From an optimization exercise on the open Yosys and OpenROAD flow, aimed at a short achievable clock period and few clock cycles per item; shortcuts taken in it are not production practice.
Only simulation tests tie the RTL to the original design; equivalence was not proved.
Power figures rest on the tool's default switching activity, not on a simulated workload.

$ cat design/flow/design.v
module dcacheread_responder (
  input  logic        clk,
  input  logic        rst_n,
  input  logic        dcacheread_do,
  output logic        dcacheread_done,
  input  logic [3:0]  dcacheread_length,
  input  logic        dcacheread_cache_disable,
  input  logic [31:0] dcacheread_address,
  output logic [63:0] dcacheread_data,
  input  logic        dcache_invalidate,
  output logic        readburst_do,
  output logic [31:0] readburst_address,
  input  logic        readburst_data_valid,
  input  logic [31:0] readburst_data,
  input  logic        readburst_done
);
  logic        busy_q;             
  logic        done_q;             
  logic        rdo_q;              
  logic        more_q;             
  logic        line_q;             
  logic        cd_q;
  logic [1:0]  beat_q;
  logic [27:0] baddr_q;            
  logic [3:0]  off_q;              
  logic [7:0]  c_q [11];           
  logic [3:0]  sel_q [8];          
  logic [15:0]  valid_q;
  logic [23:0]  tag_q [16];
  logic [23:0]  tag0m1_q;          
  logic [2047:0] arr_q;            
  logic [63:0] we_q;               
  logic [31:0] wd_q;
  logic        inc_q;              
  logic [31:0] a;
  logic [3:0]  n;
  logic        need2, hit1, hit2, miss1, miss2, start;
  logic [15:0] match, match2, dhi;
  logic [3:0]  dmid;
  logic [7:0]  cd [11];
  assign a = dcacheread_address;
  assign n = dcacheread_length > 4'd8 ? 4'd8 : dcacheread_length;
  assign need2 = {1'b0, a[3:0]} + {1'b0, n} > 5'd16;
  always_comb begin
    for (int i = 0; i < 16; i++) begin
      match[i] = valid_q[i] && tag_q[i] == a[31:8];
      dhi[i] = a[7:4] == 4'(i);
    end
    for (int i = 0; i < 15; i++) match2[i] = match[i+1];
    match2[15] = valid_q[0] && tag0m1_q == a[31:8];
    hit1 = |(dhi & match);
    hit2 = |(dhi & match2);
  end
  assign miss1 = dcacheread_cache_disable || dcache_invalidate || !hit1;
  assign miss2 = need2 && (dcacheread_cache_disable || dcache_invalidate || !hit2);
  assign start = dcacheread_do && !busy_q;
  logic [183:0] win;
  always_comb begin
    win = '0;
    for (int i = 0; i < 16; i++)
      win = win | ({184{dhi[i]}} & {arr_q[128*((i+1)%16) +: 56], arr_q[128*i +: 128]});
    for (int m = 0; m < 4; m++) dmid[m] = a[3:2] == 2'(m);
    for (int t = 0; t < 11; t++) begin
      cd[t] = '0;
      for (int m = 0; m < 4; m++) cd[t] = cd[t] | ({8{dmid[m]}} & win[8*(4*m + t) +: 8]);
    end
  end
  logic       fill_done, beat;
  logic [4:0] o [11];
  assign beat = rdo_q && readburst_data_valid;
  assign fill_done = rdo_q && readburst_done;
  always_comb for (int t = 0; t < 11; t++) o[t] = {1'b0, off_q[3:2], 2'b00} + 5'(t);
  always_ff @(posedge clk or negedge rst_n) begin
    if (!rst_n) begin
      busy_q <= 1'b0;
      done_q <= 1'b0;
      rdo_q <= 1'b0;
      more_q <= 1'b0;
      line_q <= 1'b0;
      beat_q <= '0;
      valid_q <= '0;
      we_q <= '0;
      inc_q <= 1'b0;
      baddr_q <= '0;
      for (int t = 0; t < 11; t++) c_q[t] <= '0;
      for (int k = 0; k < 8; k++) sel_q[k] <= '0;
    end else begin
      done_q <= 1'b0;
      inc_q <= 1'b0;
      for (int w = 0; w < 64; w++) we_q[w] <= beat && !cd_q && {baddr_q[3:0], beat_q} == 6'(w);
      if (start) begin
        busy_q <= 1'b1;
        beat_q <= '0;
        if (n == 4'd0 || (!miss1 && !miss2)) begin
          done_q <= 1'b1;
        end else begin
          rdo_q <= miss1;
          inc_q <= !miss1;
          line_q <= !miss1;
          more_q <= miss1 && miss2;
        end
      end else if (done_q) begin
        busy_q <= 1'b0;
      end
      if (inc_q) rdo_q <= 1'b1;
      if (beat) beat_q <= beat_q + 2'd1;
      if (fill_done) begin
        beat_q <= '0;
        if (more_q) begin
          more_q <= 1'b0;
          line_q <= 1'b1;
        end else begin
          rdo_q <= 1'b0;
          done_q <= 1'b1;
        end
      end
      if (!busy_q) begin
        baddr_q <= a[31:4];
        for (int t = 0; t < 11; t++) c_q[t] <= cd[t];
        for (int k = 0; k < 8; k++)
          for (int m = 0; m < 4; m++) sel_q[k][m] <= a[1:0] == 2'(m) && 4'(k) < n;
      end
      if (inc_q || (fill_done && more_q)) baddr_q <= baddr_q + 28'd1;
      if (beat) begin
        for (int t = 0; t < 11; t++)
          if (o[t][4] == line_q && o[t][3:2] == beat_q) c_q[t] <= readburst_data[8*(t%4) +: 8];
      end
      if (dcache_invalidate) valid_q <= '0;
      if (fill_done && !cd_q) valid_q[baddr_q[3:0]] <= 1'b1;
    end
  end
  always_ff @(posedge clk) begin
    if (!busy_q) begin
      cd_q <= dcacheread_cache_disable;
      off_q <= a[3:0];
    end
    if (fill_done && !cd_q) begin
      tag_q[baddr_q[3:0]] <= baddr_q[27:4];
      if (baddr_q[3:0] == 4'd0) tag0m1_q <= baddr_q[27:4] - 24'd1;
    end
    wd_q <= readburst_data;
    for (int w = 0; w < 64; w++) if (we_q[w]) arr_q[32*w +: 32] <= wd_q;
  end
  assign dcacheread_done = done_q;
  always_comb
    for (int k = 0; k < 8; k++) begin
      dcacheread_data[8*k +: 8] = '0;
      for (int m = 0; m < 4; m++)
        dcacheread_data[8*k +: 8] = dcacheread_data[8*k +: 8] | ({8{sel_q[k][m]}} & c_q[k+m]);
    end
  assign readburst_do = rdo_q;
  assign readburst_address = {baddr_q, 4'b0};
endmodule
$ cat design/flow/run.sh
#!/bin/bash
# synth_recipe.tcl (not shown) runs the flow's synth.tcl, then flattens the netlist and writes it again
# the make line also repeats each setting of config.mk as NAME=value (left out here)
make -C /OpenROAD-flow-scripts/flow DESIGN_CONFIG=/design/flow/config.mk WORK_HOME=/design/flow/orfs CLKGATE_MAP_FILE= SYNTH_SCRIPT=/design/flow/synth_recipe.tcl finish
$ cat design/flow/config.mk
export PLATFORM = sky130hd
export DESIGN_NAME = dcacheread_responder
export DESIGN_NICKNAME = dcacheread_responder
export VERILOG_FILES = /design/flow/design.v
export SDC_FILE = /design/flow/constraint.sdc
export NUM_CORES = 4
export LEC_CHECK = 0
export ABC_CLOCK_PERIOD_IN_PS = 2500
export CAP_MARGIN = 20
export CORE_MARGIN = 2
export CORE_UTILIZATION = 45
export SETUP_SLACK_MARGIN = 3.0
export SLEW_MARGIN = 20
$ cat design/flow/constraint.sdc
create_clock -name core_clock -period 6.0 [get_ports {clk}]
set_input_delay 1.2000 -clock core_clock [delete_from_list [all_inputs] [get_ports {clk}]]
set_output_delay 1.2000 -clock core_clock [all_outputs]
set_load 0.01 [all_outputs]
==> out/metrics.csv, run 1 <==
stage;metric;value;unit
synthesis;Synth cell types;79;
clock_tree;H-tree depth;5;
global_route;first-pass GRT wire length;602900;um
synthesis;Synth Area per Inst;15.26;sq um
clock_tree;clock tree buffer depth;4;
final_layout;ratio of cells with drive above 1 in the final layout;25.11;%
setup_path;Cell Chain, Critical Path;buf_6 > a22oi_2 > nand2_1 > buf_2;
routing;via count;80080;
sta;Total Neg Setup Slack;0;ns
place;Final GP Congestion;0.9629;
clock_tree;TritonCTS Sinks;2727;
clock_tree;CTS tree;yes;
synthesis;Post-synth EDFFs;2459;
setup_path;critical path fanouts, max;4;
sta;Fin. Hold Viols;0;
routing;detailed-router iteration count before antenna repair;9;
floorplanning;IO Count;173;
setup_path;startpoint types;register;
clock_tree;CTS Hold Bufs;0;
synthesis;sequential area share after synthesis;72.61;%
setup_path;CP Capture Point;dcacheread_data[17];
sta;max_slew headroom;25.32;%
synthesis;Synth Flop Type;edfxtp_1;
setup_path;required time of the critical path;4.80;ns
floorplanning;initial core utilization;45.14;%
sta;crit share post-route;55.05;%
clock_tree;Root Driver;clkbuf_16;
setup_path;R2R Path End;tag0m1_q[22];
global_route;All-Layer GR Usage;34.42;%
global_route;number of global-route vias before repair;75450;
floorplanning;Die X;500.0;um
global_route;grt ovf;0;
min_path;worst hold-check path type;primary input to asynchronous set/reset pin;
routing;DR iter-0 viols;14430;
setup_path;Crit. End Element;output port;
final_layout;fin util;55.64;%
synthesis;FF+latch count, synth;2727;
place;DPL Wire Length;236100;um
final_layout;commonest cells after routing, fill and taps aside;edfxtp_1, a22oi_1, buf_4;
setup_path;reg2reg start;baddr_q[0];
routing;vias per inst;7.029;
sta;clk_skew;0.09806;ns
global_route;largest net degree at the start of global routing;101;
synthesis;post-synthesis cell count;7257;
routing;ANT nets after route;0;
setup_path;WS Path Type;register to output port;
synthesis;Async SR Flop Fraction;8.654;%
setup_path;Crit-path slowest cell;dfrtp_2;
sta;Final Critical Period;3.303;ns
synthesis;Synth Cell Area;110700;sq um
floorplanning;Die Area;250000;sq um
final_layout;layout overhead on the synthesized area;23.25;%
power_and_ir_drop;maximum vdd drop;317.4;uV
power_and_ir_drop;Pwr per Cell Area;369.9;nW/um^2
clock_tree;Num CTS Buffers;295;
sta;FMAX;302.7;MHz
floorplanning;die height;500.0;um
sta;Slew @ Worst Pin;1.120;ns
synthesis;Ys Warns;5;
floorplanning;placeable core region;245300;sq um
power_and_ir_drop;Static Leakage;44.82;nW
setup_path;biggest cell delay along the critical path;0.53;ns
global_route;initial antenna violation count;6;
routing;Routed WL per cell;40.47;um
routing;DRC;0;
floorplanning;Rows;182;
synthesis;top cells by area, synth;edfxtp_1, a22oi_1, dfrtp_1;
sta;Slew Viols, Final;0;
sta;Final Setup Violations;0;
setup_path;arrival time of the worst setup path;2.10;ns
clock_tree;clock latency on the worst-skew pair;0.98;ns
final_layout;commonest non-fill, non-tap cell in the layout;edfxtp_1;
run;max-cap violations;0;
place;IO Port Bufs;168;
sta;unrepaired setup endpoints after global routing;yes;
final_layout;Nets;8055;
routing;DRT Wirelength;461100;um
status;outcome;complete, no violations;
synthesis;dominant cell type by area after synthesis;edfxtp_1;
setup_path;r2r setup slk;3.07;ns
setup_path;FF-to-FF path depth;6;
synthesis;Synth top area share;66.70;%
clock_tree;clock-pin slew of the registers on the worst-case setup and hold paths;0.06;ns
setup_path;crit path launch;c_q[3][1];
## logic make-up (layout without fill, tap and decap cells)
logic type,count (synthesis),after routing,share of synthesized area [%]
buf+inv,555,1455,2.179
other cells,1,10,0.003387
simple gates,1397,1404,6.366
flops,2727,2727,72.61
fa+ha+maj,18,18,0.2102
compound gates,1999,1999,13.85
xor+xnor,434,434,3.433
mux,126,126,1.354
## synthesized netlist by cell type (8+ instances only)
cell,number
mux2_2,50
a21oi_1,70
and3_1,25
nand3_1,250
nor2b_1,17
nor3_1,143
ha_1,17
buf_1,82
nor2_1,226
nor4_1,54
xor2_1,88
a32oi_1,18
nand2_1,328
a211o_1,21
mux2i_1,62
buf_4,10
nand4_1,264
and2_1,13
dfrtp_1,236
xnor2_1,346
o2bb2ai_1,9
clkbuf_1,205
a211oi_1,65
or4_1,12
o21ai_1,13
a22o_1,285
a221oi_1,251
a222oi_1,28
inv_1,29
nor4b_1,8
o21ai_0,140
o31ai_1,18
buf_2,227
a22oi_1,1017
dfxtp_1,32
mux4_2,14
edfxtp_1,2459
## power breakdown
part           leakage [nW]  switching (W)  total, W  internal [W]
combinational          15.3        0.00566   0.00924       0.00358
sequential             25.1        0.00171    0.0236        0.0219
clock                  4.45        0.00750    0.0176        0.0101
total                  44.8         0.0149    0.0505        0.0356
## cell type report
cell class / instances / area, sq um
multi-input cells: 3985 / 31180
inverters: 30 / 125.1
well taps: 3220 / 4029
fillers: 19020 / 108800
clock buffers: 378 / 8015
clock inverters: 124 / 1040
diodes: 6 / 15.01
repair buffers: 923 / 11300
flip-flops and latches: 2727 / 80740
## layer usage
| layer | share of wire [%] | GRT usage, % | up-vias |
|---|---|---|---|
| met5 | 0.0048 | 0 | - |
| met4 | 8.7 | 22.94 | 4 |
| met3 | 13 | 6.767 | 1595 |
| met2 | 44 | 52.76 | 7019 |
| met1 | 34 | 44.64 | 40390 |
| li1 | - | - | 31070 |
## per-stage QoR
step	area [sq um]	total power, W	instances	worst slack, ns	hold slack, ns
after floorplan	113500	0.02647	7260	2.609	0.4677
after CTS	132300	0.04958	11170	2.717	0.3195
after global placement	118500	0.03079	10430	0.9902	0.4639
final	136500	0.05047	11390	2.697	0.2884
after detailed placement	118600	0.03086	10430	0.9634	0.4799
after global routing	136400	0.05133	11390	2.670	0.3407
## sequential cells by signal, indices dropped and copies added, names as in the netlist, 2 cells and up
| register | flops |
|---|---|
| tag_q | 384 |
| tag0m1_q | 24 |
| c_q | 88 |
| beat_q | 2 |
| sel_q | 32 |
| arr_q | 2048 |
| valid_q | 16 |
| wd_q | 32 |
| baddr_q | 28 |
| we_q | 64 |
| off_q | 2 |
## worst max-delay path: cells and delay by family (launching register included)
family                 cells  cell delay (ns)
AOI/OAI and AO/OA          1             0.15
buffers and inverters      2             0.33
DFF                        1             0.53
and+or+nand+nor            1             0.13
## worst min-delay path by stage
stage	startpoint	to	slack [ns]	cells after the start
2_1_floorplan	valid_q[8]	valid_q[8]	0.47	2
3_3_place_gp	baddr_q[5]	tag_q[1][1]	0.46	0
3_5_place_dp	baddr_q[5]	tag_q[1][1]	0.48	0
4_1_cts	rst_n	c_q[0][4]	0.32	1
5_1_grt	rst_n	sel_q[5][2]	0.34	1
6_report	rst_n	sel_q[5][3]	0.29	1
## what timing repair did
item / 4_1_cts / 5_1_grt
setup endpoints to repair: 227 / 172
cloned: 43 / 47
resized for setup: 877 / 343
setup buffers: 190 / 172
pin swaps: 137 / 141
Testbench counts, summed over its fixed seeds: cycles 22,386, items 4,800.
==> inputs of run 2 (changes only) <==
--- a/design/flow/design.v
+++ b/design/flow/design.v
@@ -23,8 +23,9 @@
   logic [1:0]  beat_q;
   logic [27:0] baddr_q;            
   logic [3:0]  off_q;              
-  logic [7:0]  c_q [11];           
-  logic [3:0]  sel_q [8];          
+  logic [7:0]  cn_q [8][4];        
+  logic [3:0]  n_q;                
+  logic [27:0] raddr_q;            
   logic [15:0]  valid_q;
   logic [23:0]  tag_q [16];
   logic [23:0]  tag0m1_q;          
@@ -82,8 +83,8 @@
       we_q <= '0;
       inc_q <= 1'b0;
       baddr_q <= '0;
-      for (int t = 0; t < 11; t++) c_q[t] <= '0;
-      for (int k = 0; k < 8; k++) sel_q[k] <= '0;
+      raddr_q <= '0;
+      for (int k = 0; k < 8; k++) for (int m = 0; m < 4; m++) cn_q[k][m] <= '0;
     end else begin
       done_q <= 1'b0;
       inc_q <= 1'b0;
@@ -115,15 +116,20 @@
         end
       end
       if (!busy_q) begin
-        baddr_q <= a[31:4];
-        for (int t = 0; t < 11; t++) c_q[t] <= cd[t];
+        raddr_q <= a[31:4];
         for (int k = 0; k < 8; k++)
-          for (int m = 0; m < 4; m++) sel_q[k][m] <= a[1:0] == 2'(m) && 4'(k) < n;
+          for (int m = 0; m < 4; m++) cn_q[k][m] <= a[1:0] == 2'(m) && 4'(k) < n ? ~cd[k+m] : 8'hff;
       end
-      if (inc_q || (fill_done && more_q)) baddr_q <= baddr_q + 28'd1;
+      if (start) baddr_q <= a[31:4];
+      if (inc_q || (fill_done && more_q)) begin
+        baddr_q <= baddr_q + 28'd1;
+        raddr_q <= baddr_q + 28'd1;
+      end
       if (beat) begin
-        for (int t = 0; t < 11; t++)
-          if (o[t][4] == line_q && o[t][3:2] == beat_q) c_q[t] <= readburst_data[8*(t%4) +: 8];
+        for (int k = 0; k < 8; k++)
+          for (int m = 0; m < 4; m++)
+            if (off_q[1:0] == 2'(m) && 4'(k) < n_q && o[k+m][4] == line_q && o[k+m][3:2] == beat_q)
+              cn_q[k][m] <= ~readburst_data[8*((k+m)%4) +: 8];
       end
       if (dcache_invalidate) valid_q <= '0;
       if (fill_done && !cd_q) valid_q[baddr_q[3:0]] <= 1'b1;
@@ -133,6 +139,7 @@
     if (!busy_q) begin
       cd_q <= dcacheread_cache_disable;
       off_q <= a[3:0];
+      n_q <= n;
     end
     if (fill_done && !cd_q) begin
       tag_q[baddr_q[3:0]] <= baddr_q[27:4];
@@ -144,10 +151,8 @@
   assign dcacheread_done = done_q;
   always_comb
     for (int k = 0; k < 8; k++) begin
-      dcacheread_data[8*k +: 8] = '0;
-      for (int m = 0; m < 4; m++)
-        dcacheread_data[8*k +: 8] = dcacheread_data[8*k +: 8] | ({8{sel_q[k][m]}} & c_q[k+m]);
+      dcacheread_data[8*k +: 8] = ~(cn_q[k][0] & cn_q[k][1] & cn_q[k][2] & cn_q[k][3]);
     end
   assign readburst_do = rdo_q;
-  assign readburst_address = {baddr_q, 4'b0};
+  assign readburst_address = {raddr_q, 4'b0};
 endmodule
==> run 2 against run 1 <==
Maximum frequency is 1.7% lower. Combinational power up 2.9%. Register-to-register slack worse by 0.03 ns. Largest power group unchanged. Hold slack worse by 0.039 ns. Critical endpoint is now cn_q[31][3]. Sequential share of layout area fell by 1.2 points.
==> out/metrics.csv, run 2 <==
stage;metric;value;unit
floorplanning;IO Count;173;
sta;unrepaired setup endpoints after global routing;yes;
setup_path;startpoint types;primary input;
global_route;number of global-route vias before repair;79650;
clock_tree;TritonCTS Sinks;2897;
synthesis;proportion of synthesized area in mux cells;2.287;%
global_route;largest net degree at the start of global routing;132;
routing;DR iter-0 viols;14910;
floorplanning;placeable core region;260200;sq um
synthesis;Ys Warns;4;
routing;DRT Wirelength;487400;um
place;Final GP Congestion;0.9764;
synthesis;Synth top area share;62.78;%
setup_path;critical path fanouts, max;10;
final_layout;Final Cell Area;146300;sq um
synthesis;Synth Cell Area;117900;sq um
sta;clk_skew;0.07225;ns
final_layout;commonest non-fill, non-tap cell in the layout;edfxtp_1;
final_layout;Nets;8509;
setup_path;Crit. End Element;register;
final_layout;commonest cells after routing, fill and taps aside;edfxtp_1, a22oi_1, buf_4;
setup_path;required time of the critical path;6.76;ns
clock_tree;CTS tree;yes;
floorplanning;die height;515.9;um
setup_path;arrival time of the worst setup path;4.12;ns
final_layout;ratio of cells with drive above 1 in the final layout;25.23;%
clock_tree;clock-pin slew of the registers on the worst-case setup and hold paths;0.06;ns
place;DPL Wire Length;273500;um
clock_tree;CTS Hold Bufs;0;
sta;Final Critical Period;3.362;ns
synthesis;Synth Flop Type;edfxtp_1;
final_layout;Biggest register;arr_q;
routing;detailed-router iteration count before antenna repair;6;
global_route;grt ovf;0;
clock_tree;clock tree buffer depth;4;
place;IO Port Bufs;168;
sta;Slew @ Worst Pin;1.344;ns
synthesis;Synth Area per Inst;15.42;sq um
final_layout;layout overhead on the synthesized area;24.07;%
setup_path;Crit-path slowest cell;nand4_1;
final_layout;max FFs per register;2048;
power_and_ir_drop;Static Leakage;47.42;nW
routing;DRC;0;
synthesis;Post-synth EDFFs;2465;
setup_path;biggest cell delay along the critical path;0.58;ns
routing;vias per inst;7.006;
synthesis;Synth Area in Compound Gates;13.68;%
floorplanning;Die X;515.9;um
synthesis;top-count cell post-synth;edfxtp_1;
clock_tree;Num CTS Buffers;310;
status;outcome;complete, no violations;
floorplanning;initial core utilization;45.32;%
clock_tree;Root Driver;clkbuf_16;
sta;Slew Viols, Final;0;
power_and_ir_drop;Pwr per Cell Area;362.3;nW/um^2
setup_path;WS Path Type;primary input to register;
setup_path;family with the most delay on the worst path;compound AO/OA/AOI/OAI gates;
clock_tree;H-tree depth;5;
sta;Total Neg Setup Slack;0;ns
setup_path;Cell Chain, Critical Path;buf_16 > buf_16 > nor4bb_4 > clkbuf_16 > buf_12 > buf_4 > buf_12 > a22o_1 > a221oi_4 > nand4_1 > a31oi_2 > o22ai_1 > mux2i_1;
place;DP Area;126200;sq um
routing;via count;85160;
routing;Routed WL per cell;40.09;um
synthesis;post-synthesis cell count;7648;
sta;FMAX;297.5;MHz
min_path;worst hold-check path type;primary input to asynchronous set/reset pin;
floorplanning;Die Area;266100;sq um
sta;crit share post-route;56.03;%
sta;Fin. Hold Viols;0;
run;max-cap violations;0;
synthesis;FF+latch count, synth;2897;
synthesis;largest family of logic cells by synthesized area;compound AO/OA/AOI/OAI gates;
synthesis;Synth Area in XOR/XNOR;3.395;%
global_route;All-Layer GR Usage;35.14;%
global_route;initial antenna violation count;27;
synthesis;Synth cell types;94;
synthesis;Post-synth top cells;edfxtp_1, a22oi_1, dfrtp_1, xnor2_1, a22o_1;
power_and_ir_drop;maximum vdd drop;291.5;uV
clock_tree;clock latency on the worst-skew pair;0.90;ns
final_layout;Multi-input gate area;35220;sq um
synthesis;Async SR Flop Fraction;13.81;%
synthesis;top cells by area, synth;edfxtp_1, dfrtp_1, a22oi_1;
sta;max_slew headroom;10.41;%
synthesis;post-synthesis simple-gate area fraction;6.266;%
floorplanning;Rows;187;
global_route;first-pass GRT wire length;650000;um
synthesis;sequential area share after synthesis;71.81;%
routing;ANT nets after route;0;
final_layout;Register Area;84850;sq um
final_layout;Fillers;20220;
setup_path;Buffers & Inverters on Critical Path;6;
synthesis;dominant cell type by area after synthesis;edfxtp_1;
sta;Final Setup Violations;0;
synthesis;post-synthesis adder-cell area fraction;0.1974;%
[run 2: cell types whose count changed in the layout (fill, tap and decap cells not counted), moves of 50 or more]
cell / before / now
a211oi_1: 58 / 6
a221oi_1: 121 / 256
o22ai_2: 0 / 64
nor3_1: 105 / 55
mux2i_1: 61 / 138
dfrtp_2: 139 / 62
dfrtp_1: 72 / 323
a22oi_1: 877 / 637
a22o_1: 284 / 345
o221ai_1: 0 / 66
nand3_1: 246 / 154
o21ai_1: 103 / 157
o221ai_2: 0 / 87
[run 2: area by class of cell]
| class | count | share of cell area (%) |
|---|---|---|
| flip-flops and latches | 2897 | 58.01 |
| clock buffers | 403 | 5.782 |
| diodes | 7 | 0.01197 |
| inverters | 42 | 0.1249 |
| clock inverters | 146 | 0.9930 |
| repair buffers | 974 | 8.017 |
| multi-input cells | 4191 | 24.07 |
| well taps | 3496 | 2.990 |
[run 2: routing by layer]
layer / up-vias / wire length [um] / track usage, %
met5: - / 129 / 0
met4: 18 / 35800 / 20.60
met3: 1453 / 67140 / 9.828
met2: 7116 / 212200 / 52.10
met1: 43460 / 172100 / 46.22
li1: 33110 / - / -
[run 2: kinds of logic after synthesis]
| logic type | Yosys count |
|---|---|
| AO/OA/AOI/OAI | 2101 |
| other | 1 |
| buffers and inverters | 576 |
| AND/OR/NAND/NOR | 1372 |
| XOR/XNOR | 457 |
| flip-flops | 2897 |
| multiplexers | 226 |
| adder cells (fa/ha/maj) | 18 |
[run 2: through the flow]
step / hold WS [ns] / cells / util [%] / total power [W] / setup WS, ns
finish: 0.2490 / 12160 / 56.22 / 0.05300 / 2.638
global route: 0.2560 / 12150 / 56.22 / 0.05406 / 2.646
CTS: 0.2186 / 11920 / 54.14 / 0.05192 / 2.723
detailed placement: 0.4630 / 11170 / 48.49 / 0.03302 / 0.7458
global placement: 0.4605 / 11170 / 48.47 / 0.03292 / 0.5423
floorplan: 0.4715 / 7651 / - / 0.02806 / 2.722
[run 2: path summary, 6_finish.rpt]
check / start / endpoint / slack [ns] / cells after the start
worst max register to register: off_q[3] / cn_q[24][2] / 3.04 / 8
worst max-delay path: dcacheread_address[7] / cn_q[31][3] / 2.64 / 13
worst min register to register: we_q[18] / arr_q[587] / 0.48 / 0
min in group core_clock: we_q[18] / arr_q[587] / 0.48 / 0
worst min-delay path: rst_n / cn_q[14][1] / 0.25 / 1
max in group asynchronous: rst_n / we_q[7] / 4.33 / 2
[run 2: repair_timing]
| item | CTS | global route |
|---|---|---|
| setup buffers | 155 | 197 |
| setup endpoints to repair | 428 | 326 |
| resized for setup | 699 | 645 |
| gates cloned | 47 | 27 |
| pin swaps | 101 | 201 |
[run 2: report_power, final]
part | internal [W] | switching [W] | total (W)
Sequential | 0.0233 | 0.00103 | 0.0243
Combinational | 0.00310 | 0.00641 | 0.00951
Clock | 0.0111 | 0.00808 | 0.0191
Total | 0.0375 | 0.0155 | 0.0530
Testbench counts of run 2, summed over its fixed seeds: cycles 22,386, items 4,800.
==> inputs of run 3 (changes only) <==
--- a/design/flow/design.v
+++ b/design/flow/design.v
@@ -33,6 +33,7 @@
   logic [63:0] we_q;               
   logic [31:0] wd_q;
   logic        inc_q;              
+  logic        last_q;             
   logic [31:0] a;
   logic [3:0]  n;
   logic        need2, hit1, hit2, miss1, miss2, start;
@@ -82,6 +83,7 @@
       valid_q <= '0;
       we_q <= '0;
       inc_q <= 1'b0;
+      last_q <= 1'b0;
       baddr_q <= '0;
       raddr_q <= '0;
       for (int k = 0; k < 8; k++) for (int m = 0; m < 4; m++) cn_q[k][m] <= '0;
@@ -105,14 +107,17 @@
       end
       if (inc_q) rdo_q <= 1'b1;
       if (beat) beat_q <= beat_q + 2'd1;
+      if (beat && beat_q == 2'd3 && !more_q) last_q <= 1'b1;
       if (fill_done) begin
         beat_q <= '0;
+        last_q <= 1'b0;
         if (more_q) begin
           more_q <= 1'b0;
           line_q <= 1'b1;
         end else begin
           rdo_q <= 1'b0;
-          done_q <= 1'b1;
+          if (last_q) busy_q <= 1'b0;
+          else done_q <= 1'b1;
         end
       end
       if (!busy_q) begin
@@ -148,7 +153,7 @@
     wd_q <= readburst_data;
     for (int w = 0; w < 64; w++) if (we_q[w]) arr_q[32*w +: 32] <= wd_q;
   end
-  assign dcacheread_done = done_q;
+  assign dcacheread_done = done_q || (last_q && readburst_done);
   always_comb
     for (int k = 0; k < 8; k++) begin
       dcacheread_data[8*k +: 8] = ~(cn_q[k][0] & cn_q[k][1] & cn_q[k][2] & cn_q[k][3]);
==> run 3 against run 2 <==
Worst setup slack worse by 0.020 ns. Critical endpoint is now cn_q[6][5]. Sequential power about the same. Sequential cell count up 1. Power about the same. First-iteration DRC count up 4.5%. Maximum frequency down 0.60%. Clock skew up 0.017 ns.
==> out/metrics.csv, run 3 <==
stage;metric;value;unit
status;outcome;complete, no violations;
routing;vias per inst;7.120;
setup_path;most used cell, CP;buf_12;
place;IO Port Bufs;168;
clock_tree;Root Driver;clkbuf_16;
floorplanning;initial core utilization;45.30;%
synthesis;Async SR Flop Fraction;13.84;%
synthesis;Synth Flop Type;edfxtp_1;
power_and_ir_drop;Pwr per Cell Area;355.3;nW/um^2
floorplanning;die height;515.3;um
clock_tree;Num CTS Buffers;316;
routing;Routed WL per cell;40.57;um
clock_tree;clock-pin slew of the registers on the worst-case setup and hold paths;0.06;ns
synthesis;Post-synth EDFFs;2465;
clock_tree;clock latency on the worst-skew pair;0.97;ns
power_and_ir_drop;maximum vdd drop;321.4;uV
power_and_ir_drop;Static Leakage;48.83;nW
floorplanning;IO Count;173;
final_layout;ratio of cells with drive above 1 in the final layout;27.99;%
global_route;first-pass GRT wire length;657900;um
setup_path;startpoint types;primary input;
setup_path;FF-to-FF path depth;9;
final_layout;max FFs per register;2048;
min_path;worst hold-check path type;primary input to asynchronous set/reset pin;
routing;DR iter-0 viols;15580;
sta;Final Setup Violations;0;
synthesis;post-synthesis cell count;7613;
setup_path;R2R Path End;raddr_q[27];
final_layout;commonest non-fill, non-tap cell in the layout;edfxtp_1;
final_layout;Biggest register;arr_q;
run;max-cap violations;0;
synthesis;Synth Cell Area;117600;sq um
sta;Final Critical Period;3.382;ns
setup_path;Crit-path slowest cell;nor3_2;
clock_tree;CTS tree;yes;
global_route;grt ovf;0;
sta;Total Neg Setup Slack;0;ns
floorplanning;Die X;515.3;um
sta;Slew Viols, Final;0;
routing;DRC;0;
sta;max_slew headroom;17.39;%
floorplanning;Rows;187;
sta;unrepaired setup endpoints after global routing;yes;
synthesis;top-count cell post-synth;edfxtp_1;
routing;ANT nets after route;0;
routing;DRT Wirelength;495900;um
sta;FMAX;295.7;MHz
floorplanning;placeable core region;259700;sq um
synthesis;Synth cell types;86;
sta;crit share post-route;56.37;%
routing;detailed-router iteration count before antenna repair;9;
synthesis;FF+latch count, synth;2898;
setup_path;reg2reg start;baddr_q[2];
place;DPL Wire Length;269200;um
sta;Slew @ Worst Pin;1.239;ns
global_route;initial antenna violation count;22;
sta;clk_skew;0.08887;ns
synthesis;Synth Area per Inst;15.45;sq um
floorplanning;Die Area;265500;sq um
final_layout;layout overhead on the synthesized area;26.74;%
setup_path;Crit. End Element;register;
setup_path;critical path fanouts, max;17;
global_route;largest net degree at the start of global routing;144;
setup_path;crit path launch;dcacheread_address[4];
setup_path;biggest cell delay along the critical path;0.55;ns
place;Final GP Congestion;0.9773;
synthesis;dominant cell type by area after synthesis;edfxtp_1;
setup_path;Cell Chain, Critical Path;buf_16 > buf_12 > buf_16 > and4b_4 > buf_12 > buf_6 > buf_12 > buf_12 > a22oi_1 > nand4_1 > nor3_2 > a211oi_2 > a21oi_4 > buf_12 > o221ai_1 > o21ai_1;
synthesis;Ys Warns;4;
clock_tree;TritonCTS Sinks;2898;
clock_tree;clock tree buffer depth;4;
setup_path;required time of the critical path;6.84;ns
global_route;All-Layer GR Usage;35.65;%
synthesis;Post-synth top cells;edfxtp_1, a22oi_1, xnor2_1, dfrtp_1, a22o_1;
final_layout;Nets;8676;
clock_tree;H-tree depth;5;
synthesis;Synth top area share;62.92;%
sta;Fin. Hold Viols;0;
synthesis;sequential area share after synthesis;72.00;%
setup_path;WS Path Type;primary input to register;
sta;hold slack;0.3011;ns
setup_path;r2r setup slk;3.10;ns
final_layout;commonest cells after routing, fill and taps aside;edfxtp_1, buf_4, a22oi_1;
setup_path;arrival time of the worst setup path;4.22;ns
synthesis;top cells by area, synth;edfxtp_1, dfrtp_1, a22oi_1;
routing;via count;87040;
global_route;number of global-route vias before repair;80940;
[run 3: cell types whose count changed after synthesis, sizes merged, moves of 20 or more]
cell / previous run / this run
a22oi: 728 / 656
nand3: 176 / 106
xnor2: 375 / 417
and4: 51 / 82
a22o: 346 / 397
o21ai: 225 / 283
o22ai: 107 / 42
xor2: 82 / 43
nand4: 298 / 343
a221oi: 340 / 378
buf: 362 / 386
mux4: 32 / 12
o221ai: 153 / 215
[run 3: metal layers]
| metal | up-vias | part of all wire [%] | global-route usage, % |
|---|---|---|---|
| li1 | 33590 | - | - |
| met1 | 43980 | 35 | 46.56 |
| met3 | 1811 | 15 | 10.89 |
| met5 | - | 0.032 | 0 |
| met2 | 7633 | 43 | 51.75 |
| met4 | 20 | 7.7 | 22.72 |
[run 3: layout make-up]
class	count	area, sq um
Antenna cell	6	15.01
Clock inverter	143	1206
Inverter	24	102.6
Fill cell	19530	110600
Multi-Input combinational cell	4162	35580
Timing Repair Buffer	1181	14400
Tap cell	3402	4257
Sequential cell	2898	84880
Clock buffer	408	8653
[run 3: worst max path at each step]
stage	end	slack, ns	depth (start not counted)
6_report	cn_q[6][5]	2.62	16
5_1_grt	cn_q[6][5]	2.63	16
4_1_cts	cn_q[9][2]	2.81	16
3_5_place_dp	cn_q[16][3]	0.52	10
3_3_place_gp	cn_q[25][5]	0.37	12
2_1_floorplan	tag0m1_q[0]	2.70	5
[run 3: cells by family (layout without fill, tap and decap cells)]
logic type               count (synthesis)  count (layout)  synth area share [%]
AO/OA/AOI/OAI                         2180            2180                 14.28
XOR/XNOR                               460             460                 3.425
adder cells (fa/ha/maj)                 18              18                0.1978
buffers and inverters                  564            1756                 2.294
flip-flops                            2898            2898                 72.00
multiplexers                           190             190                 1.755
other                                    1              10              0.003188
AND/OR/NAND/NOR                       1302            1310                 6.053
[run 3: power breakdown]
| part | total (W) | internal [W] | switching (W) | leakage [nW] |
|---|---|---|---|---|
| sequential | 0.0244 | 0.0233 | 0.00103 | 26.6 |
| clock | 0.0190 | 0.0110 | 0.00800 | 4.85 |
| combinational | 0.00962 | 0.00316 | 0.00646 | 17.4 |
[run 3: worst max-delay path: cells and delay by family]
| kind | cells | cell delay (ns) |
|---|---|---|
| compound gates | 5 | 0.84 |
| simple gates | 3 | 0.99 |
| buf+inv | 8 | 1.15 |
[run 3: per-stage QoR]
stage                     cell area, sq um  total power, W  util, %  worst slack [ns]  cells
after CTS                           143300         0.05184    55.19             2.807  11950
after global placement              125900         0.03275    48.48            0.3681  11060
after floorplan                     120000         0.02809        -             2.705   7616
after global routing                149100         0.05398    57.40             2.625  12220
after detailed placement            126000         0.03284    48.50            0.5187  11060
final                               149100         0.05297    57.41             2.618  12220
[run 3: timing repair]
action / 4_1_cts / 5_1_grt
hold buffers: 0 / 0
gates resized for setup: 1033 / 640
hold endpoints to repair: 0 / 0
pin swaps: 155 / 211
endpoints found under the setup margin: 552 / 314
cloned: 66 / 29
buffers inserted: 274 / 238
Testbench counts of run 3, summed over its fixed seeds: cycles 21,438, items 4,800.

==> static timing again, ports no longer ideal <==
No port has a modelled driver above. Below, the same layouts with a new extraction and two added sets of constraints.
Step 1 sets driving cells, clkbuf_16 on the clock port and buf_2 on the other inputs (assumed; they add their load-dependent delay and slew).
Step 2 moves the port delays by t, midway between the first and last clock arrival at a register: inputs arrive t later, outputs are due t later. That takes back most of the time a late clock gives input paths.
Three values: ideal, step 1, step 2; two values: the first two.
run | t, ns | slack for setup (ns) | worst slew at a driven data input, ns
run 1 | 1.015 | 2.697 / 2.611 / 1.719 | 0.32
run 2 | 0.962 | 2.638 / 2.457 / 1.495 | 0.39
run 3 | 1.033 | 2.618 / 2.491 / 1.458 | 0.40
After both steps setup and hold are still met in every run listed. For run 3, which loses most, drivers alone change the setup slack by -0.127 ns; drivers and shift together by -1.160 ns.
